Background: an optimization exercise with open tools, aiming at small area and a short achievable clock period. Do not read the settings as production practice.
At most, simulation tests tie the RTL to the original design; equivalence was not proved.

== before ==
// imu_fp
module imu_fp (
  input  logic        clk,
  input  logic        rst,
  input  logic [31:0] value,
  input  logic [31:0] row,
  output logic [31:0] data
);
Settings: LEC_CHECK=0, ABC_AREA=1, CAP_MARGIN=20, CORE_MARGIN=2, CORE_UTILIZATION=60, SETUP_SLACK_MARGIN=5, SLEW_MARGIN=20, SYNTH_HIERARCHICAL=1; clock period 13.0 ns.
run.sh (not shown) runs the stock make flow with config.mk's settings and CLKGATE_MAP_FILE= SYNTH_SCRIPT=/design/flow/synth_recipe.tcl, a recipe that flattens the netlist after the stock synthesis.
> inputs changed (before -> after)
Settings: SETUP_SLACK_MARGIN: 5 -> 4.
Notes after the runs:
Looking at number of global-route vias before repair, after sits 7.5% below before.
Of after and before, it is after that has the higher relative max-transition margin.
Critical path startpoint = row[14]: before; critical path startpoint = value[13]: after
Taking before as the reference, in after detailed placer's ending HPWL fell about 0.9%; ratio of cells with drive above 1 in the final layout -4.7 points; peak fanout along the critical path climbed 8.7%; share of the cycle needed by the critical path after routing saw an increase.
No functional check of the RTL was part of any run of this note.


== run 1 ==
Another version of the RTL of imu_fp (not shown whole).
For scale: about 2,000 cells after synthesis, about 32 flip-flops, about 16,000 um^2 of cells after synthesis.
Settings: LEC_CHECK=0, ABC_AREA=1, CAP_MARGIN=10, CORE_MARGIN=2, CORE_UTILIZATION=60, CTS_BUF_LIST=sky130_fd_sc_hd__clkbuf_4 sky130_fd_sc_hd__clkbuf_8, SETUP_SLACK_MARGIN=4, SLEW_MARGIN=10, SYNTH_HIERARCHICAL=1; clock period 13.0 ns.
standard.sh (not shown) runs the stock make flow with config.mk's settings and CLKGATE_MAP_FILE= SYNTH_SCRIPT=/design/flow/synth_recipe.tcl, a recipe that flattens the netlist after the stock synthesis.
==> flow/flow/run.sh <==
#!/bin/bash
# The standard layout (the standard.sh, unchanged), with the port
# buffers that global placement inserts made plain buffers (buf_2) instead of
# the library's default pick, a delay cell.
set -euo pipefail
export BUFFER_PORTS_ARGS="-buffer_cell sky130_fd_sc_hd__buf_2"
bash standard.sh finish > standard_flow.log 2>&1
Run 1 completed end to end with timing, DRC and antenna clean.
[inputs] run 2 vs run 1
- SETUP_SLACK_MARGIN changed from 4 to 3.9
- CAP_MARGIN changed from 10 to 20
- SLEW_MARGIN changed from 10 to 20
[summary]
Run 2 — final critical-path setup slack 0.11 ns lower, run 1 as reference. Run 1 | status: complete | timing, DRC, antenna: pass. Run 2 completed; timing, DRC and antenna clean. Post-route fraction of the period consumed by the critical path: run 2 vs run 1 up 0.82 points. Re number of non-clock buffers in the layout: run 1 and run 2 aren't equal, and the higher value belongs to run 1. Compared to run 1, run 2 reaches a lower achievable clock. Relative to run 1, worst-case headroom to the max-slew limit decreased by 3.7 points in run 2. As far as final standard cell count with taps included and fillers excluded is concerned, run 1 and run 2 perform about the same. [run 2] post-cts gate resize count fell about 12% relative to run 1. Between run 2 and run 1, it is run 2 whose global-route wire length before repair is lower, by 0.69%. In terms of via count of the first global-routing pass, run 1 and run 2 differ only marginally.
> inputs changed (run 2 -> run 3)
- swapping 3.9 for 4 in SETUP_SLACK_MARGIN
Notes after the runs:
The final layout from run 3, which completed every stage, passed the timing, DRC and antenna checks at the end of the flow.
There was hardly any difference in total met2 wirelength after detailed routing between run 3 and run 2.
Between run 2 and run 3, the sequential fraction of total cell area figures differ only marginally.
Share of the yosys chip area belonging to registers came out exactly the same in run 2 and run 3.
The following lists how run 4 was set up differently from run 3:
- SETUP_SLACK_MARGIN changed from 4 to 4.5
--- outcome ---
NOTE: total of plain and repair buffers excluding clock buffers in run 4 exceeds that of run 3. The end point of the critical path comes out data_q[8]$_SDFF_PP0_ in one run and data_q[21]$_SDFF_PP0_ in the other, namely in run 3 and run 4 respectively. Run 4 against run 3: global-route track usage on met1 grew by 1.5 points.
diff inputs: run 4 => run 5
- SETUP_SLACK_MARGIN changed from 4.5 to 3.5
Results
Comparing the two runs side by side, run 5 comes out behind run 4 on final critical path time including I/O delays and setup. Per the comparison of run 5 with run 4, amount of wire on met3 after detailed routing lower; cell area lower. Of run 4 and run 5, the run reporting the lower final standard cell count with taps included and fillers excluded was run 5. Between run 4 and run 5, the flow reports wire length of the first global-routing pass decreasing by a few percent. Of run 4 and run 5, the run reporting the lower global routing met2 resource utilization was run 5. Relative to run 4, met3 capacity usage during global routing decreased by 0.61 points in run 5. | data arrival time of the critical path | run 5 vs run 4 | 0.72 ns higher |.
Here is what was changed in the inputs of run 6 compared with run 5.
- swapping 3.5 for 4.1 in SETUP_SLACK_MARGIN
Count of antenna-violating nets left after detailed routing came out exactly the same in run 6 and run 5.
Taking run 5 as the reference, in run 6 maximum number of pins on one net before global-route repair went down by 12; summed area of non-filler cells in the final layout went up by 3.1%; number of gates given a new drive strength after cts went up by 43; remaining max-slew budget at the tightest pin went up by 9.9 points; via count went up by about 1%.
Fraction of cell area in non-clock buffers is lower on run 5
Share of the final layout cell area in sequential cells: run 6 vs run 5, no meaningful difference

static timing again, ports no longer ideal:
The flow's constraints put no driver on any port. The routed layouts listed below were extracted and timed again, unchanged, in two steps. Step 1: set_driving_cell puts a clkbuf_16 on clk and a buf_2 on each other input, an assumption about the parent block. Step 2 times the ports against the registers' clock, not the clock port: input delays grow and output delays shrink by t, the midpoint of the rising clock arrivals with the driver on. a / b / c = ideal ports / drivers / drivers and shift; a / b = the first two.
run | shift t [ns] | setup slack, ns | cell pins on the clock port's net
before | 0.321 | 4.322 / 4.320 / 3.999 | 1
after | 0.328 | 4.136 / 4.157 / 3.829 | 1
run 1 | 0.324 | 4.270 / 4.225 / 3.901 | 1
run 2 | 0.323 | 4.163 / 4.130 / 3.807 | 1
run 3 | 0.324 | 4.270 / 4.225 / 3.901 | 1
run 4 | 0.325 | 4.600 / 4.450 / 4.125 | 1
run 5 | 0.325 | 3.811 / 3.791 / 3.467 | 1
run 6 | 0.324 | 4.292 / 4.246 / 3.922 | 1
After both steps setup and hold are still met in every run listed. The setup slack of run 4, which loses most, moves by -0.150 ns with the drivers and by -0.475 ns with both steps.
